From an optimization exercise on the open Yosys and OpenROAD flow, aimed at a short achievable clock period and few clock cycles; shortcuts taken in it are not production practice. In this exercise RTL edits were held to simulation tests only and were not proved equivalent to the original. No activity file was given, so power comes from the tool's default toggle rates.

## the baseline
Design viper, start of the top module:
module viper (
   input  logic        clock,
   input  logic        reset,
   output logic        wb_cyc_o,
   output logic        wb_stb_o,
   output logic        wb_we_o,
   output logic [19:0] wb_adr_o,
   output logic [31:0] wb_dat_o,
   input  logic        wb_ack_i,
   input  logic [31:0] wb_dat_i
);
Size: ~2600 cells after synthesis, roughly 90 I/O pins.
make LEC_CHECK=0 CAP_MARGIN=20 CORE_MARGIN=2 CORE_UTILIZATION=55 PLACE_DENSITY=0.7 SETUP_SLACK_MARGIN=4.0 SLEW_MARGIN=20 SYNTH_HIERARCHICAL=1 finish   # period 6.0 ns
run.sh (not shown) runs the stock make flow with config.mk's settings and CLKGATE_MAP_FILE= SYNTH_SCRIPT=/design/flow/synth_recipe.tcl, a recipe that flattens the netlist after the stock synthesis.
Testbench counts of the baseline, summed over its fixed seeds: cycles 95,128.
Inputs modified between the baseline and the candidate:
- a change of CORE_UTILIZATION from 55 to 40
- a deleted PLACE_DENSITY that had been 0.7
## What came out
Switching portion of total power (the candidate over the baseline): decrease, 0.51 points. [compare] base=the baseline new=the candidate: final worst hold slack shrank by 0.031 ns; total via count in the routed design shrank by 5.4%; fraction of area in clock buffers and inverters held steady; met2 routed wirelength held steady; number of tap cells inserted grew by 33%. Compared with the baseline, the candidate shows a lower share of the final layout cell area in sequential cells.


Another version of the RTL of viper (not shown whole).
For scale: ~3200 cells after synthesis, roughly 90 I/O pins, ~33000 sq um of cells after synthesis.
Settings: LEC_CHECK=0, CAP_MARGIN=20, CORE_MARGIN=2, CORE_UTILIZATION=40, SETUP_SLACK_MARGIN=3.6, SLEW_MARGIN=20, SYNTH_HIERARCHICAL=1; clock period 6.0 ns.
Testbench counts at the start, summed over its fixed seeds: cycles 95,128.
Then changed:
- SETUP_SLACK_MARGIN: 3.6 -> 4.5
- The new run finished with timing, DRC and antenna clean
- wire length went up by about 21%
- synthesized cell count does not change
- worst setup slack got worse by 0.19 ns
- sequential share of layout area fell by 7.0 points
- total power rises by about 9%
- register-to-register slack is worse by 0.19 ns
- final cell count went up by 9.3%
- clock power is lower by about 3%
- die area does not change
- final area climbs by 27%
Then changed:
- SETUP_SLACK_MARGIN: 4.5 -> 4.0
What happened: Final area is lower by 10%. Utilization is lower by 6.2 points. Die area is unchanged. Wire length decreases by 9.4%.


Another version of the RTL of viper (not shown whole).
Size in the first run: roughly 90 I/O pins, about 33,000 um^2 of cells after synthesis.
==> flow/design.v (excerpt) <==
module viper (
   input  logic        clock,
   input  logic        reset,
   output logic        wb_cyc_o,
   output logic        wb_stb_o,
   output logic        wb_we_o,
   output logic [19:0] wb_adr_o,
   output logic [31:0] wb_dat_o,
   input  logic        wb_ack_i,
   input  logic [31:0] wb_dat_i
);
==> flow/config.mk <==
export PLATFORM = sky130hd
export DESIGN_NAME = viper
export DESIGN_NICKNAME = viper
export VERILOG_FILES = /design/flow/design.v
export SDC_FILE = /design/flow/constraint.sdc
export NUM_CORES = 4
export LEC_CHECK = 0
export CAP_MARGIN = 20
export CORE_MARGIN = 2
export CORE_UTILIZATION = 40
export CTS_BUF_LIST = sky130_fd_sc_hd__clkbuf_16 sky130_fd_sc_hd__clkbuf_8
export CTS_CLUSTER_DIAMETER = 100
export CTS_CLUSTER_SIZE = 20
export SETUP_SLACK_MARGIN = 4.0
export SLEW_MARGIN = 20
export SYNTH_HIERARCHICAL = 1
==> flow/constraint.sdc <==
create_clock -name core_clock -period 6.0 [get_ports {clock}]
set_input_delay 1.2000 -clock core_clock [delete_from_list [all_inputs] [get_ports {clock}]]
set_output_delay 1.2000 -clock core_clock [all_outputs]
set_load 0.01 [all_outputs]
The first run completed without violations.
Testbench counts at the start, summed over its fixed seeds: cycles 95,128.
Then changed:
CTS_BUF_LIST = sky130_fd_sc_hd__clkbuf_16   (was sky130_fd_sc_hd__clkbuf_16 sky130_fd_sc_hd__clkbuf_8)
CTS_CLUSTER_DIAMETER = 80   (was 100)
CTS_CLUSTER_SIZE = 30   (was 20)
The new run ran to the end with no violations.
Design area shrinks slightly.
Routed wire length is about the same.
Core utilization drops by 0.20 points.
Synthesized cell count stays the same.
Register-to-register slack gains 0.04 ns.
Die area does not change.
Then changed:
CTS_BUF_LIST = not set   (was sky130_fd_sc_hd__clkbuf_16)
CTS_CLUSTER_DIAMETER = not set   (was 80)
CTS_CLUSTER_SIZE = not set   (was 30)
Outcome:
- die area is unchanged
- setup slack improves by 0.0076 ns
- clock power rose by 51%
- area after synthesis does not change
- global-route usage rose by 0.47 points
- sequential share of layout area fell by 0.91 points
- final area rose by 3.1%
- first-iteration DRC count rose by 8.0%
- register-to-register slack improves by 0.03 ns
- clock skew fell by 0.016 ns
- power rose by 14%


Another version of the RTL of viper (not shown whole).
Size: about 3000 cells after synthesis, roughly 310 flip-flops, roughly 90 I/O pins.
Settings: LEC_CHECK=0, ABC_CLOCK_PERIOD_IN_PS=2000, CAP_MARGIN=20, CORE_MARGIN=2, CORE_UTILIZATION=40, SETUP_SLACK_MARGIN=4.0, SLEW_MARGIN=20; clock period 6.0 ns.
Testbench counts at the start, summed over its fixed seeds: cycles 87,986.
Edit:
- ABC_CLOCK_PERIOD_IN_PS: 2000 -> 2500
- SETUP_SLACK_MARGIN: 4.0 -> 3.5
Outcome: Clock skew is higher by 0.012 ns. Die area does not change. Power is lower by a few percent. Clock-buffer cell count decreases by 9. Final area goes down by a few percent. Setup slack gets better by 0.016 ns. Routed wire length decreases by a few percent. Worst hold slack degrades by 0.0090 ns. Via count came out lower by a few percent. Clock power falls by a few percent. Fmax goes up slightly.


Setup of run a:
viper, a different RTL version from the one above (not shown whole).
Size: ~2,400 cells after synthesis, roughly 500 flip-flops, ~90 I/O pins, about 25,000 µm² of cells after synthesis.
export LEC_CHECK = 0
export CAP_MARGIN = 20
export CORE_MARGIN = 2
export CORE_UTILIZATION = 40
export SETUP_SLACK_MARGIN = 4.0
export SLEW_MARGIN = 20
create_clock -name core_clock -period 6.0 [get_ports {clock}]
Run a: PASS, flow complete, no timing, DRC or antenna violations
Testbench counts of run a, summed over its fixed seeds: cycles 95,128.
Input changes introduced in run b (baseline for comparison: run a):
Settings: an added SYNTH_HIERARCHICAL of 1.
## What came out
- met4 as the uppermost layer routed was reported by run a, and met5 by run b.
- Run b | stages: all done | timing, DRC, antenna: all pass
- Number of global-route vias before repair in run b vs run a: up 2,265
- The power reported for run b is greater than that of run a by about 14%.
- Compared run b vs run a, and chip height is up in run b.

## port drivers added, routing unchanged
How much do the figures lean on ideal ports? The routed layouts below were timed once more, with nothing changed but the port constraints.
Step 1, drivers: a clkbuf_16 drives clock and a buf_2 each remaining input, both assumed.
Step 2 moves the port delays by t, midway between the first and last clock arrival at a register: inputs arrive t later, outputs are due t later. That takes back most of the time a late clock gives input paths.
Slacks: ideal / step 1 / step 2; pairs: ideal / step 1.
run | t (ns) | setup WS [ns] | worst data-port slew with drivers (ns)
the baseline | 0.682 | 3.330 / 3.330 / 2.787 | 0.08
the candidate | 0.692 | 3.499 / 3.486 / 2.937 | 0.18
the first run of note 2 | 0.678 | 3.587 / 3.556 / 2.947 | 0.08
the second run of note 2 | 0.706 | 3.393 / 3.393 / 2.744 | 0.12
the third run of note 2 | 0.695 | 3.631 / 3.565 / 3.046 | 0.11
the first run of note 3 | 0.661 | 3.670 / 3.603 / 3.052 | 0.14
the second run of note 3 | 0.675 | 3.650 / 3.578 / 3.034 | 0.14
the third run of note 3 | 0.693 | 3.658 / 3.589 / 2.943 | 0.23
the first run of note 4 | 0.591 | 1.816 / 1.836 / 1.245 | 0.11
the second run of note 4 | 0.647 | 1.832 / 1.851 / 1.204 | 0.06
run a | 0.665 | 3.246 / 3.246 / 2.753 | 0.07
run b | 0.663 | 3.399 / 3.399 / 2.864 | 0.11
After both steps setup and hold are still met in every run listed. For the third run of note 3, which loses most, drivers alone change the setup slack by -0.069 ns; drivers and shift together by -0.715 ns.
